From an optimization exercise on the open Yosys and OpenROAD flow, aimed at a short achievable clock period and few clock cycles; shortcuts taken in it are not production practice. In this exercise RTL edits were held to simulation tests only and were not proved equivalent to the original. Power is estimated from default activity; no workload was simulated.

### design.v
module pipeCore (
  input  logic        CLK,
  input  logic        RSTB,
  input  logic        progWe,
  input  logic [5:0]  progAddr,
  input  logic [31:0] progData,
  output logic        wbWrite,
  output logic [3:0]  wbReg,
  output logic [15:0] wbData
);
  logic [63:0] memV;
  logic [9:0]  memW [0:63];
  logic [3:0] opBits;
  logic       wrValid;
  logic       wrSub;
  logic       wrAdd;
  assign opBits  = progData[31:28];
  assign wrValid = (opBits == 4'b1000) || (opBits == 4'b0100) ||
                   (opBits == 4'b0010) || (opBits == 4'b0001);
  assign wrSub   = opBits[2] | opBits[0];
  assign wrAdd   = opBits[1] | opBits[0];
  genvar gi;
  generate
    for (gi = 0; gi < 64; gi++)
    begin : g_mem
      always_ff @(posedge CLK)
      begin
        if (progWe && (progAddr == gi))
        begin
          memV[gi] <= wrValid;
          memW[gi] <= {wrSub, wrAdd, progData[7:0]};
        end
      end
    end
  endgenerate
  logic        run;         
  logic [31:0] fHot;        
  logic        fOk;         
  logic [1:0]  fV;
  logic [9:0]  fW0;
  logic [9:0]  fW1;
  logic        fire;
  logic [1:0]  rdV;
  logic [9:0]  rdW0;
  logic [9:0]  rdW1;
  always_comb
  begin
    rdV  = '0;
    rdW0 = '0;
    rdW1 = '0;
    for (int k = 0; k < 32; k++)
    begin
      rdV  = rdV  | ({memV[2*k+1], memV[2*k]} & {2{fHot[k]}});
      rdW0 = rdW0 | (memW[2*k]   & {10{fHot[k]}});
      rdW1 = rdW1 | (memW[2*k+1] & {10{fHot[k]}});
    end
  end
  always_ff @(posedge CLK or negedge RSTB)
  begin
    if (!RSTB)
    begin
      run  <= 1'b0;
      fHot <= 32'd2;        
      fOk  <= 1'b0;
    end
    else
    begin
      run <= 1'b1;
      fOk <= fire;
      if (fire)
        fHot <= {fHot[30:0], fHot[31]};
    end
  end
  always_ff @(posedge CLK)
  begin
    fV  <= rdV;
    fW0 <= rdW0;
    fW1 <= rdW1;
  end
  logic [3:0] occ;
  logic [9:0] q [0:3];
  logic [1:0] pV;
  logic [9:0] pW0;
  logic [9:0] pW1;
  logic [9:0] pFirst;
  logic [2:0] cnt;
  logic [2:0] rem;
  logic [2:0] nPush;
  logic [2:0] cntNext;
  logic       pop;
  assign pV  = run ? (fV & {2{fOk}}) : memV[1:0];
  assign pW0 = run ? fW0 : memW[0];
  assign pW1 = run ? fW1 : memW[1];
  assign pFirst = pV[0] ? pW0 : pW1;
  assign pop     = occ[0];
  assign cnt     = {2'b0, occ[0]} + {2'b0, occ[1]} + {2'b0, occ[2]} + {2'b0, occ[3]};
  assign rem     = pop ? (cnt - 3'd1) : 3'd0;
  assign nPush   = {2'b0, pV[0]} + {2'b0, pV[1]};
  assign cntNext = rem + nPush;
  assign fire    = (cntNext <= 3'd3);
  always_ff @(posedge CLK or negedge RSTB)
  begin
    if (!RSTB)
      occ <= '0;
    else
      for (int k = 0; k < 4; k++)
        occ[k] <= (k < cntNext);
  end
  always_ff @(posedge CLK)
  begin
    for (int k = 0; k < 4; k++)
    begin
      if (k < rem)
        q[k] <= (k < 3) ? q[(k < 3) ? k + 1 : 3] : q[3];
      else if (k == rem)
        q[k] <= pFirst;
      else
        q[k] <= pW1;
    end
  end
  logic [15:0] regs [0:15];
  logic        xV;
  logic [3:0]  xD;
  logic        xSub;
  logic        xAdd;
  logic        xTwo;        
  logic [15:0] xOpnd;
  logic [4:0]  xC;
  logic        hSub;
  logic        hAdd;
  logic [3:0]  hD;
  logic [3:0]  hS;
  logic        mX;
  logic        mW;
  logic [15:0] opndNext;
  logic [4:0]  cHead;
  logic [4:0]  cEx;
  assign {hSub, hAdd, hD, hS} = q[0];
  function automatic logic [4:0] constOf(input logic s, input logic a);
    constOf = (s ? 5'b11101 : 5'b00000) + (a ? 5'b00100 : 5'b00000);
  endfunction
  assign mX = xV && (xD == hS);
  assign mW = wbWrite && (wbReg == hS);
  always_comb
  begin
    if (mX)
      opndNext = xTwo ? wbData : xOpnd;
    else if (mW)
      opndNext = wbData;
    else
      opndNext = regs[hS];
  end
  assign cHead = constOf(hSub, hAdd);
  assign cEx   = mX ? constOf(xSub, xAdd) : 5'b00000;
  always_ff @(posedge CLK or negedge RSTB)
  begin
    if (!RSTB)
      xV <= 1'b0;
    else
      xV <= pop;
  end
  always_ff @(posedge CLK)
  begin
    xD    <= hD;
    xSub  <= hSub;
    xAdd  <= hAdd;
    xTwo  <= mX;
    xOpnd <= opndNext;
    xC    <= cHead + cEx;
  end
  always_ff @(posedge CLK or negedge RSTB)
  begin
    if (!RSTB)
      wbWrite <= 1'b0;
    else
      wbWrite <= xV;
  end
  always_ff @(posedge CLK)
  begin
    wbReg  <= xD;
    wbData <= xOpnd + {{11{xC[4]}}, xC};
  end
  always_ff @(posedge CLK or negedge RSTB)
  begin
    if (!RSTB)
    begin
      for (int i = 0; i < 16; i++)
        regs[i] <= '0;
    end
    else if (wbWrite)
    begin
      regs[wbReg] <= wbData;
    end
  end
endmodule
### run.sh
#!/bin/bash
# synth_recipe.tcl (not shown) runs the flow's synth.tcl, then flattens the netlist and writes it again
# the make line also repeats each setting of config.mk as NAME=value (left out here)
make -C /OpenROAD-flow-scripts/flow DESIGN_CONFIG=/design/flow/config.mk WORK_HOME=/design/flow/orfs CLKGATE_MAP_FILE= SYNTH_SCRIPT=/design/flow/synth_recipe.tcl finish
### config.mk
export PLATFORM = sky130hd
export DESIGN_NAME = pipeCore
export DESIGN_NICKNAME = pipeCore
export VERILOG_FILES = /design/flow/design.v
export SDC_FILE = /design/flow/constraint.sdc
export NUM_CORES = 4
export LEC_CHECK = 0
export CAP_MARGIN = 20
export CORE_MARGIN = 2
export CORE_UTILIZATION = 40
export SLEW_MARGIN = 20
### constraint.sdc
create_clock -name core_clock -period 3.6 [get_ports {CLK}]
set_input_delay 0.7200 -clock core_clock [delete_from_list [all_inputs] [get_ports {CLK}]]
set_output_delay 0.7200 -clock core_clock [all_outputs]
set_load 0.01 [all_outputs]
==> results.py, run 1 <==
metrics = {
    "clock_network": {
        "htree_num_levels": 3,
        "clkSlewWorstSetupHoldPaths_ps": 70,
        "clock_sink_count": 1110,
        "cts.hold.buffers_added": 0,
        "insertion_delay_ps": 720,
        "max-clock-path-buffers": 3,
        "cts_buffers": 112,
        "cts-root-buf": "clkbuf_16",
        "cts_setup_buffers": 0,
        "post_cts_resized": 0,
        "cts_tree": "built",
    },
    "power_and_ir_drop": {
        "ir_worst_vdd_mv": 0.5008,
        "cellInternalPower_w": 0.02650,
        "net-switching-power_w": 0.01154,
        "power_leakage_nw": 18.05,
        "power_density_mw_per_mm2": 761.6,
        "p_seq_share_pct": 45.6,
        "part_of_the_total_power_dissipated_in_combinational_logic_pct": 23.6,
        "share_clk_of_total_power_pct": 30.9,
        "power.share.switching_pct": 30.33,
    },
    "sta": {
        "slew-limit-headroom_pct": 28.33,
        "tightest_slew_ps": 1075,
        "totalNegativeSetupSlack_ps": 0,
        "report.final.setup_viol": 0,
        "unrepaired_setup_endpoints_after_global_routing": "false",
        "top_achievable_clock_speed_mhz": 304.2,
        "timing.clock.skew_ps": 69.83,
        "final.period_utilization_pct": 91.31,
        "number_of_hold_slack_violations_in_the_final_timing_report": 0,
        "setup_ws_ps": 312.8,
        "final-max-slew-violation-count": 0,
        "whs_ps": 22.25,
        "finalWorstPathRequiredPeriod_ps": 3287,
    },
    "setup_path": {
        "crit_path_max_fanout": 35,
        "critPathKind": "register to register",
        "critical_path.top_delay_family": "adder cells",
        "crit_path_cell_trace": "inv_1, ha_1, fa_1, nand2b_1, inv_1, fa_1, ha_1, xor2_4, buf_12, mux2_2",
        "worst-endpoint-arrival_ps": 3850,
        "path_buf_inv": 3,
        "worst_path_required_time_ps": 4160,
        "cpPeakStageDelay_ps": 570,
        "cpMaxStageDelayCell": "fa_1",
        "cp-start-kind": "register",
        "category_of_the_worst_setup_path_capture_point": "register",
    },
    "detailed_routing": {
        "dr_total_vias": 27170,
        "iteration_0_drc_markers": 3577,
        "first_pass_iters": 6,
        "detail_route.vias_per_cell": 6.123,
        "route.detailed.wl_per_inst_microns": 30.35,
        "antenna_violating_nets_post_route": 0,
        "remaining_drc_errors": 0,
        "detail_route.wirelength_microns": 134700,
    },
    "place": {
        "place.port_buffers": 41,
        "gp_congestion": 0.8573,
        "dp_hpwl_microns": 81310,
        "placement.setup.worst_slack_ps": 392.6,
    },
    "synthesis": {
        "syn_area_sq_mm": 0.04339,
        "yosys_warnings": 4,
        "synth_enable_flop_cells": 730,
        "mapped_nets": 2842,
        "number_of_register_bits_inferred_by_synthesis": 1110,
        "synth_largest_area_cell": "edfxtp_1",
        "synth_sequential_area_ratio_pct": 71.47,
        "syn_area_per_cell_sq_um": 15.63,
        "yosys.cell_types.count": 81,
        "synth_cells": 2776,
        "postSynth.asyncResetShare_pct": 26.67,
        "synth_top_area_share_pct": 50.52,
        "post_synth_main_area_contributors": "edfxtp_1 51%, dfrtp_1 17%, mux2_2 8.3%",
        "ys_dominant_reg_cell": "edfxtp_1",
    },
    "floorplanning": {
        "ioPinCount": 62,
        "floorplan.die.width_microns": 333.4,
        "floorplan.rows": 120,
        "start_util_pct": 40.42,
        "fp.dieH_microns": 333.4,
        "core_area_sq_mm": 0.1074,
        "floorplan.die_area_sq_mm": 0.1111,
    },
    "grt": {
        "groute.layer.met3.usage_pct": 4.204,
        "grt_util_met1_pct": 32.05,
        "track_usage_pct": 23.95,
        "number_of_antenna_violations_at_the_first_check_in_global_routing": 8,
        "grt_pass1_vias": 27030,
        "top_usage_layer": "met2",
        "met2_usage_in_global_routing_pct": 39.41,
        "grt_pass1_wl_microns": 193500,
        "grt_start_max_net_pins": 103,
        "grt-ovfl-total": 0,
    },
    "run": {
        "max-cap-violations": 0,
    },
    "cells_and_area": {
        "area.growth.synth_to_final_pct": 15.12,
        "share_of_cells_above_drive_strength_1_pct": 23.85,
        "layout.nets": 3000,
        "layout_common_cells": "730 x edfxtp_1, 383 x a22oi_1, 318 x mux2_2",
        "final_common_cell": "edfxtp_1",
    },
    "outcome": {
        "status": "no timing/DRC/antenna violations",
    },
    "hold_path": {
        "worstHoldPathType": "input pin to asynchronous set/reset pin",
    },
}
## layer usage
metal / vias up / share of wire [%]
met5: - / 0.019
met4: 4 / 3.4
met3: 284 / 10
met2: 1573 / 48
met1: 14040 / 39
li1: 11270 / -
## worst paths after layout
kind,start,endpoint,slack [ps],depth (start not counted)
max,occ[0],fHot[12],310,10
min,RSTB,regs[8][13],20,1
max reg2reg,occ[0],fHot[12],310,10
min reg2reg,q[0][6],xD[2],340,0
max in group asynchronous,RSTB,regs[0][2],2520,2
min in group core_clock,q[0][6],xD[2],340,0
## power by group through the flow
stage / clock network (W) / logic (W) / registers [W]
3_3_place_gp: 0 / 0.00860 / 0.0174
3_5_place_dp: 0 / 0.00889 / 0.0176
2_1_floorplan: 0 / 0.00647 / 0.0168
4_1_cts: 0.0119 / 0.00894 / 0.0173
5_1_grt: 0.0124 / 0.00968 / 0.0176
6_report: 0.0117 / 0.00896 / 0.0173
## cell families (layout without fill, tap and decap cells)
| kind of cell | count (synthesis) | after routing | share of synthesized area (%) |
|---|---|---|---|
| AO/OA/AOI/OAI | 618 | 618 | 10.36 |
| flip-flops | 1110 | 1110 | 71.47 |
| AND/OR/NAND/NOR | 440 | 440 | 5.418 |
| other | 1 | 4 | 0.008642 |
| multiplexers | 363 | 363 | 9.418 |
| adder cells (fa/ha/maj) | 25 | 25 | 0.8074 |
| buffers and inverters | 196 | 452 | 2.053 |
| XOR/XNOR | 23 | 23 | 0.4642 |
## cells in the mapped netlist (24+ instances only)
master and number:
edfxtp_1 730, a22oi_1 383, mux2_2 318, dfrtp_1 295, nor2_1 115, clkbuf_1 106, nand4_1 97, dfxtp_1 84
nand2_1 63, o21ai_0 61, buf_2 44, a21oi_1 33, nand3_1 33, mux2i_1 31, nand2b_1 24
## through the flow
| stage | instances | total power (W) | util, % | instance area [sq um] |
|---|---|---|---|---|
| 3_5_place_dp | 4223 | 0.02646 | 43.02 | 46180 |
| 6_report | 4438 | 0.03804 | 46.53 | 49950 |
| 3_3_place_gp | 4223 | 0.02603 | 43.02 | 46180 |
| 2_1_floorplan | 2776 | 0.02325 | - | 43390 |
| 5_1_grt | 4435 | 0.03964 | 46.52 | 49950 |
| 4_1_cts | 4435 | 0.03811 | 46.52 | 49940 |
## sequential cells by signal, summed over array words and instances, names as in the netlist, 2 cells and up
register	flops
memV	64
memW	640
fW1	10
regs	256
wbReg	4
fW0	10
fHot	32
fV	2
wbData	16
xC	5
q	40
xOpnd	16
occ	4
xD	4
## layout make-up
class	instances	area [sq um]
fillers	9132	57400
flip-flops and latches	1110	31030
multi-input cells	1470	11550
clock buffers	155	3148
well taps	1403	1755
repair buffers	215	1752
clock inverters	57	610.6
inverters	25	93.84
diodes	3	7.507
Testbench counts, summed over its fixed seeds: cycles 16,259.
==> inputs of run 2 (changes only) <==
--- a/design.v
+++ b/design.v
@@ -83,36 +83,36 @@
   logic [9:0] pW0;
   logic [9:0] pW1;
   logic [9:0] pFirst;
-  logic [2:0] cnt;
-  logic [2:0] rem;
-  logic [2:0] nPush;
-  logic [2:0] cntNext;
+  logic [3:0] remT;         
+  logic [3:0] occNext;
   logic       pop;
+  logic       pushAny;
+  logic       pushTwo;
   assign pV  = run ? (fV & {2{fOk}}) : memV[1:0];
   assign pW0 = run ? fW0 : memW[0];
   assign pW1 = run ? fW1 : memW[1];
   assign pFirst = pV[0] ? pW0 : pW1;
   assign pop     = occ[0];
-  assign cnt     = {2'b0, occ[0]} + {2'b0, occ[1]} + {2'b0, occ[2]} + {2'b0, occ[3]};
-  assign rem     = pop ? (cnt - 3'd1) : 3'd0;
-  assign nPush   = {2'b0, pV[0]} + {2'b0, pV[1]};
-  assign cntNext = rem + nPush;
-  assign fire    = (cntNext <= 3'd3);
+  assign remT    = {1'b0, occ[3:1]};
+  assign pushAny = pV[0] | pV[1];
+  assign pushTwo = pV[0] & pV[1];
+  assign occNext = remT | ({remT[2:0], 1'b1} & {4{pushAny}})
+                        | ({remT[1:0], 2'b11} & {4{pushTwo}});
+  assign fire    = !occNext[3];
   always_ff @(posedge CLK or negedge RSTB)
   begin
     if (!RSTB)
       occ <= '0;
     else
-      for (int k = 0; k < 4; k++)
-        occ[k] <= (k < cntNext);
+      occ <= occNext;
   end
   always_ff @(posedge CLK)
   begin
     for (int k = 0; k < 4; k++)
     begin
-      if (k < rem)
-        q[k] <= (k < 3) ? q[(k < 3) ? k + 1 : 3] : q[3];
-      else if (k == rem)
+      if (remT[k])
+        q[k] <= q[(k < 3) ? k + 1 : 3];
+      else if ((k == 0) || remT[(k > 0) ? k - 1 : 0])
         q[k] <= pFirst;
       else
         q[k] <= pW1;
--- a/config.mk
+++ b/config.mk
@@ -5,7 +5,9 @@
 export SDC_FILE = /design/flow/constraint.sdc
 export NUM_CORES = 4
 export LEC_CHECK = 0
+export ABC_CLOCK_PERIOD_IN_PS = 1200
 export CAP_MARGIN = 20
 export CORE_MARGIN = 2
-export CORE_UTILIZATION = 40
+export CORE_UTILIZATION = 50
+export SETUP_SLACK_MARGIN = 2.2
 export SLEW_MARGIN = 20
==> results.py, run 2 <==
metrics = {
    "outcome": {
        "status": "no timing/DRC/antenna violations",
    },
    "sta": {
        "tightest_slew_ps": 1152,
        "final.period_utilization_pct": 64.03,
        "finalWorstPathRequiredPeriod_ps": 2305,
        "whs_ps": 14.07,
        "unrepaired_setup_endpoints_after_global_routing": "true",
        "setup_ws_ps": 1295,
        "report.final.setup_viol": 0,
        "slew-limit-headroom_pct": 23.18,
        "number_of_hold_slack_violations_in_the_final_timing_report": 0,
        "final-max-slew-violation-count": 0,
        "totalNegativeSetupSlack_ps": 0,
        "timing.clock.skew_ps": 41.62,
        "top_achievable_clock_speed_mhz": 433.8,
    },
    "floorplanning": {
        "floorplan.die.width_microns": 298.5,
        "start_util_pct": 50.68,
        "floorplan.die_area_sq_mm": 0.08908,
        "floorplan.rows": 107,
        "fp.dieH_microns": 298.5,
        "ioPinCount": 62,
        "core_area_sq_mm": 0.08555,
    },
    "cells_and_area": {
        "largestRegisters": "memW x640, regs x256, memV x64",
        "final_common_cell": "edfxtp_1",
        "layout.nets": 3405,
        "area.growth.synth_to_final_pct": 36.86,
        "final_cells": 4585,
        "share_of_cells_above_drive_strength_1_pct": 46.31,
        "registers.top_by_ff_count": "memW",
        "number_of_flip_flops_in_the_largest_register": 640,
        "fill_cells": 5345,
        "post-route-cell-area_sq_mm": 0.05934,
        "layout_common_cells": "720 x edfxtp_1, 277 x a22oi_1, 265 x dfrtp_1",
    },
    "synthesis": {
        "yosys_warnings": 4,
        "syn_area_sq_mm": 0.04336,
        "synth_cells": 2781,
        "yosys.cell_count.top_type": "edfxtp_1",
        "synth_sequential_area_ratio_pct": 71.30,
        "ys_dominant_reg_cell": "edfxtp_1",
        "syn_area_per_cell_sq_um": 15.59,
        "synth_top_area_share_pct": 49.87,
        "post_synth_main_area_contributors": "edfxtp_1 50%, dfrtp_1 17%, mux2_2 6.8%",
        "yosys.cell_types.count": 83,
        "commonest_cells_in_the_netlist": "720 x edfxtp_1, 385 x a22oi_1, 295 x dfrtp_1",
        "number_of_register_bits_inferred_by_synthesis": 1110,
        "postSynth.asyncResetShare_pct": 26.67,
        "synth_enable_flop_cells": 720,
        "mapped_nets": 2842,
        "synth_largest_area_cell": "edfxtp_1",
    },
    "setup_path": {
        "category_of_the_worst_setup_path_capture_point": "register",
        "ff2ff_path_depth": 12,
        "critPathKind": "register to register",
        "worst-endpoint-arrival_ps": 2810,
        "worst_path_required_time_ps": 4100,
        "cp-start-kind": "register",
        "crit_path_max_fanout": 6,
    },
    "power_and_ir_drop": {
        "power_density_mw_per_mm2": 663.4,
        "power_leakage_nw": 21.92,
        "ir_worst_vdd_mv": 0.4843,
    },
    "clock_network": {
        "cts-root-buf": "clkbuf_16",
        "cts_tree": "built",
        "insertion_delay_ps": 720,
        "clock_sink_count": 1110,
        "max-clock-path-buffers": 3,
        "cts.hold.buffers_added": 0,
        "htree_num_levels": 3,
        "cts_buffers": 111,
        "clkSlewWorstSetupHoldPaths_ps": 60,
    },
    "detailed_routing": {
        "wl_met1_microns": 55740,
        "antenna_violating_nets_post_route": 0,
        "routed-wl-met3_microns": 17330,
        "detail_route.wirelength_microns": 162900,
        "remaining_drc_errors": 0,
        "first_pass_iters": 6,
        "iteration_0_drc_markers": 4274,
        "detail_route.vias_per_cell": 6.611,
        "dr_total_vias": 30310,
        "routed-wl-met2_microns": 75350,
        "route.detailed.wl_per_inst_microns": 35.53,
        "highest-signal-layer": "met5",
    },
    "grt": {
        "grt_start_max_net_pins": 76,
        "grt_pass1_wl_microns": 220200,
        "grt-ovfl-total": 0,
        "track_usage_pct": 35.08,
        "grt_pass1_vias": 29600,
        "number_of_antenna_violations_at_the_first_check_in_global_routing": 3,
    },
    "place": {
        "dp_hpwl_microns": 80090,
        "gp_congestion": 0.8671,
        "post_dp_cell_area_sq_mm": 0.04598,
        "place.port_buffers": 41,
        "numPlacedInstances": 3932,
        "placement.setup.worst_slack_ps": 662.7,
    },
    "run": {
        "max-cap-violations": 0,
    },
    "hold_path": {
        "worstHoldPathType": "input pin to asynchronous set/reset pin",
    },
}
## run 2: changes by cell type after synthesis, sizes merged, moves of 12 or more
cell,change
mux2i,+21
a211oi,+17
nand2,-15
inv,+14
o211ai,-14
o21ai,-12
## run 2: stage by stage
step / power [W] / util [%]
floorplan: 0.02081 / -
global placement: 0.02317 / 53.75
detailed placement: 0.02342 / 53.75
CTS: 0.03712 / 65.92
global route: 0.04057 / 69.36
finish: 0.03936 / 69.36
## run 2: worst max-delay path, cell delays in order (launching register included)
cell     delay (ps)
dfxtp_4         360
buf_6           130
buf_6           110
buf_12          120
buf_4           130
buf_8           120
xnor2_4         120
nand2_2          90
nor4_4           30
buf_4           170
or2_4           310
buf_12          150
o31ai_1         250
## run 2: kinds of logic (layout without fill, tap and decap cells)
kind of cell               Yosys count  count (layout)  share of synthesized area, %
DFF                               1110            1110                         71.30
AOI/OAI and AO/OA                  606             607                         10.13
and+or+nand+nor                    427             430                         5.290
muxes                              380             380                         9.962
buffers and inverters              214             869                         2.216
xor gates and xnor gates            22              22                        0.4444
adders and majority gates           21              21                        0.6522
other                                1               2                      0.008649
## run 2: report_power, final
part	total (W)	internal (W)	switching [W]	leakage, nW
clock	0.0115	0.00649	0.00501	1.78
combinational	0.0111	0.00573	0.00538	9.03
sequential	0.0167	0.0155	0.00123	11.1
## run 2: layout make-up
cell class | instances | area (sq um) | area share [%]
diodes | 1 | 2.502 | 0.004217
clock buffers | 154 | 3080 | 5.192
clock inverters | 55 | 529.3 | 0.8920
inverters | 38 | 158.9 | 0.2678
multi-input cells | 1461 | 14960 | 25.21
flip-flops and latches | 1110 | 31090 | 52.39
well taps | 1144 | 1431 | 2.412
repair buffers | 622 | 8089 | 13.63
## run 2: path summary, 6_finish.rpt
| check | slack [ps] | from | end |
|---|---|---|---|
| setup / recovery | 1290 | q[0][0] | xOpnd[8] |
| hold / removal | 10 | RSTB | regs[10][5] |
| setup reg to reg | 1290 | q[0][0] | xOpnd[8] |
| hold reg to reg | 330 | q[0][6] | xD[2] |
| max in group asynchronous | 2610 | RSTB | wbWrite |
| min in group core_clock | 330 | q[0][6] | xD[2] |
## run 2: per-layer routing
metal | GRT usage [%] | up-vias
met5 | 0 | -
met4 | 23.97 | 4
met3 | 8.433 | 630
met2 | 55.52 | 2141
met1 | 42.85 | 15440
li1 | - | 12100
## run 2: repair_timing
| item | CTS | global route |
|---|---|---|
| resized for setup | 777 | 453 |
| gates cloned | 28 | 14 |
| setup endpoints to repair | 1306 | 821 |
| setup buffers | 320 | 81 |
| pin swaps | 167 | 142 |
Testbench counts of run 2, summed over its fixed seeds: cycles 16,259.
==> inputs of run 3 (changes only) <==
==> config.mk (replaced) <==
export PLATFORM = sky130hd
export DESIGN_NAME = pipeCore
export DESIGN_NICKNAME = pipeCore
export VERILOG_FILES = /design/flow/design.v
export SDC_FILE = /design/flow/constraint.sdc
export NUM_CORES = 4
export LEC_CHECK = 0
export ABC_CLOCK_PERIOD_IN_PS = 1500
export CAP_MARGIN = 20
export CORE_MARGIN = 2
export CORE_UTILIZATION = 40
export SETUP_SLACK_MARGIN = 1.9
export SLEW_MARGIN = 20
==> results.py, run 3 <==
metrics = {
    "synthesis": {
        "number_of_register_bits_inferred_by_synthesis": 1110,
        "synth_top_area_share_pct": 49.87,
        "ys_dominant_reg_cell": "edfxtp_1",
        "synth_enable_flop_cells": 720,
        "dominant_combinational_cell_family_by_area_after_synthesis": "compound AO/OA/AOI/OAI gates",
        "xor_and_xnor_fraction_of_the_mapped_netlist_area_pct": 0.4444,
        "synth_cells": 2781,
        "yosys.cell_count.top_type": "edfxtp_1",
        "commonest_cells_in_the_netlist": "720 x edfxtp_1, 385 x a22oi_1, 295 x dfrtp_1",
        "synth_largest_area_cell": "edfxtp_1",
        "mapped_nets": 2842,
        "yosys.cell_types.count": 83,
        "post_synth_main_area_contributors": "edfxtp_1 50%, dfrtp_1 17%, mux2_2 6.8%",
        "syn_area_sq_mm": 0.04336,
        "postSynth.asyncResetShare_pct": 26.67,
        "syn_area_per_cell_sq_um": 15.59,
        "yosys_warnings": 4,
        "post_synth_and_or_nand_nor_area_fraction_pct": 5.290,
        "synth-compound-area-share_pct": 10.13,
        "synth-adder-area-share_pct": 0.6522,
        "synth_sequential_area_ratio_pct": 71.30,
        "post_synth_mux_area_share_pct": 9.962,
    },
    "detailed_routing": {
        "route.detailed.wl_per_inst_microns": 32.56,
        "first_pass_iters": 5,
        "detail_route.vias_per_cell": 6.214,
        "dr_total_vias": 29620,
        "antenna_violating_nets_post_route": 0,
        "detail_route.wirelength_microns": 155200,
        "iteration_0_drc_markers": 3738,
        "remaining_drc_errors": 0,
    },
    "setup_path": {
        "rrSetupSlack_ps": 1400,
        "critical_path.top_delay_family": "adder cells",
        "worst_path_required_time_ps": 4210,
        "cpPeakStageDelay_ps": 400,
        "crit_cells": 9,
        "category_of_the_worst_setup_path_capture_point": "register",
        "cp-start-kind": "register",
        "path_buf_inv": 4,
        "crit_path_cell_trace": "buf_8, buf_6, xor2_2, nor4_4, buf_4, nand2b_4, fa_2, inv_2, fa_1",
        "critPathKind": "register to register",
        "crit_path_max_fanout": 5,
        "worst-endpoint-arrival_ps": 2810,
        "ff2ff_path_depth": 9,
        "r2r-end": "xC[3]",
        "cpMaxStageDelayCell": "fa_1",
        "critical_path.reg2reg.startpoint": "q[0][1]",
    },
    "sta": {
        "final-max-slew-violation-count": 0,
        "top_achievable_clock_speed_mhz": 453.9,
        "unrepaired_setup_endpoints_after_global_routing": "true",
        "final.period_utilization_pct": 61.20,
        "setup_ws_ps": 1397,
        "tightest_slew_ps": 1162,
        "number_of_hold_slack_violations_in_the_final_timing_report": 0,
        "totalNegativeSetupSlack_ps": 0,
        "finalWorstPathRequiredPeriod_ps": 2203,
        "report.final.setup_viol": 0,
        "timing.clock.skew_ps": 67.09,
        "slew-limit-headroom_pct": 22.52,
    },
    "grt": {
        "number_of_antenna_violations_at_the_first_check_in_global_routing": 1,
        "grt-ovfl-total": 0,
        "grt_start_max_net_pins": 87,
        "track_usage_pct": 26.56,
        "grt_pass1_vias": 28860,
        "grt_pass1_wl_microns": 211300,
    },
    "power_and_ir_drop": {
        "cellInternalPower_w": 0.02768,
        "ir_worst_vdd_mv": 0.4069,
        "part_of_the_total_power_dissipated_in_combinational_logic_pct": 25.9,
        "net-switching-power_w": 0.01095,
        "power_leakage_nw": 21.13,
        "power.share.switching_pct": 28.35,
        "power_density_mw_per_mm2": 668.0,
        "p_seq_share_pct": 42.9,
        "share_clk_of_total_power_pct": 31.1,
    },
    "floorplanning": {
        "ioPinCount": 62,
        "fp.dieH_microns": 333.2,
        "core_area_sq_mm": 0.1074,
        "floorplan.die_area_sq_mm": 0.1110,
        "start_util_pct": 40.39,
        "floorplan.die.width_microns": 333.2,
        "floorplan.rows": 120,
    },
    "cells_and_area": {
        "registers.top_by_ff_count": "memW",
        "final_common_cell": "edfxtp_1",
        "layout_common_cells": "720 x edfxtp_1, 271 x a22oi_1, 264 x dfrtp_1",
        "largestRegisters": "memW x640, regs x256, memV x64",
        "share_of_cells_above_drive_strength_1_pct": 43.58,
        "layout.nets": 3323,
        "area.growth.synth_to_final_pct": 33.40,
        "number_of_flip_flops_in_the_largest_register": 640,
    },
    "clock_network": {
        "cts_tree": "built",
        "clock_sink_count": 1110,
        "insertion_delay_ps": 740,
        "cts.hold.buffers_added": 0,
        "max-clock-path-buffers": 3,
        "cts-root-buf": "clkbuf_16",
        "htree_num_levels": 3,
        "clkSlewWorstSetupHoldPaths_ps": 60,
        "cts_buffers": 112,
    },
    "hold_path": {
        "worstHoldPathType": "input pin to asynchronous set/reset pin",
    },
    "place": {
        "gp_congestion": 0.8471,
        "place.port_buffers": 41,
        "placement.setup.worst_slack_ps": 592.2,
        "dp_hpwl_microns": 81100,
    },
    "run": {
        "max-cap-violations": 0,
    },
    "outcome": {
        "status": "no timing/DRC/antenna violations",
    },
}
## run 3: cell types whose count changed in the layout (fill, tap and decap cells not counted), moves of 12 or more
| cell | delta |
|---|---|
| buf_4 | +12 |
| mux2_2 | +34 |
| nand2_1 | +12 |
| buf_8 | -14 |
| o21ai_1 | -12 |
| o21ai_0 | +22 |
| mux2_4 | -26 |
| buf_6 | -42 |
| buf_12 | -41 |
## run 3: metal layers
layer,global-route usage [%],vias up,wire [microns]
met4,12.81,2,8722
met2,42.82,1904,72950
met5,0,-,13
li1,-,11960,-
met1,34.11,15330,57000
met3,5.791,422,16530
## run 3: worst max path at each step
stage	slack (ps)	end	start
after floorplan	1560	xC[3]	q[0][2]
after global placement	620	memW[25][1]	progAddr[3]
after detailed placement	590	memW[25][1]	progAddr[3]
after CTS	1400	xOpnd[0]	q[0][0]
after global routing	1360	xOpnd[7]	q[0][2]
final	1400	xC[3]	q[0][1]
## run 3: cell families after synthesis
logic type,Yosys count
flip-flops,1110
XOR/XNOR,22
other,1
adder cells (fa/ha/maj),21
buffers and inverters,214
multiplexers,380
AO/OA/AOI/OAI,606
AND/OR/NAND/NOR,427
## run 3: stage by stage
step	hold slack [ps]	cells	utilization (%)	cell area, sq um	total power [W]
6_report	30.33	4767	53.88	57840	0.03863
2_1_floorplan	309.6	2781	-	43720	0.02080
3_3_place_gp	318.0	4198	43.09	46260	0.02286
5_1_grt	77.58	4765	53.87	57830	0.03990
3_5_place_dp	314.4	4199	43.10	46270	0.02320
4_1_cts	28.34	4692	51.65	55440	0.03700
## run 3: what timing repair did
action                                   CTS  global route
setup buffers                            258            61
pin swaps                                134           114
gates cloned                              21            12
endpoints found under the setup margin  1173           496
gates resized for setup                  621           349
## run 3: cell type report
type	count	area (sq um)
Clock inverter	65	729.5
Multi-Input combinational cell	1461	14330
Sequential cell	1110	31100
Antenna cell	2	5.005
Tap cell	1403	1755
Fill cell	8238	49520
Timing Repair Buffer	539	6679
Clock buffer	149	3094
Inverter	38	150.1
## run 3: power groups by stage
stage | logic [W] | registers, W | clock network (W)
final | 0.0100 | 0.0166 | 0.0120
after global routing | 0.0105 | 0.0167 | 0.0127
after CTS | 0.00841 | 0.0165 | 0.0121
after detailed placement | 0.00617 | 0.0170 | 0
after global placement | 0.00595 | 0.0169 | 0
after floorplan | 0.00439 | 0.0164 | 0

## what the ideal ports hide
In the flow no input, the clock included, has a driving cell. The finished layouts below were timed again as built, in two steps. Step 1 assumes that a clkbuf_16 drives the clock port and a buf_2 every other input. Step 2 adds t to the input delays and takes it off the output delays; t is the mean of the earliest and latest rising clock arrival at the registers after step 1. Input paths then give back, and output paths get back, about the clock's delay inside the block. Three values: ideal, step 1, step 2; two values: the first two.
run | t (ns) | slack for setup (ns) | clock arrival spread, ns | worst slew at a driven data input, ns | pins driven straight from the clock port
run 1 | 0.762 | 0.313 / 0.313 / 0.313 | 0.088 / 0.088 | 0.05 | 1
run 2 | 0.762 | 1.295 / 1.295 / 1.295 | 0.058 / 0.058 | 0.05 | 1
run 3 | 0.770 | 1.397 / 1.397 / 1.128 | 0.071 / 0.071 | 0.05 | 1
After both steps setup and hold are still met in every run listed. The setup slack of run 3, which loses most, moves by 0.000 ns with the drivers and by -0.269 ns with both steps.
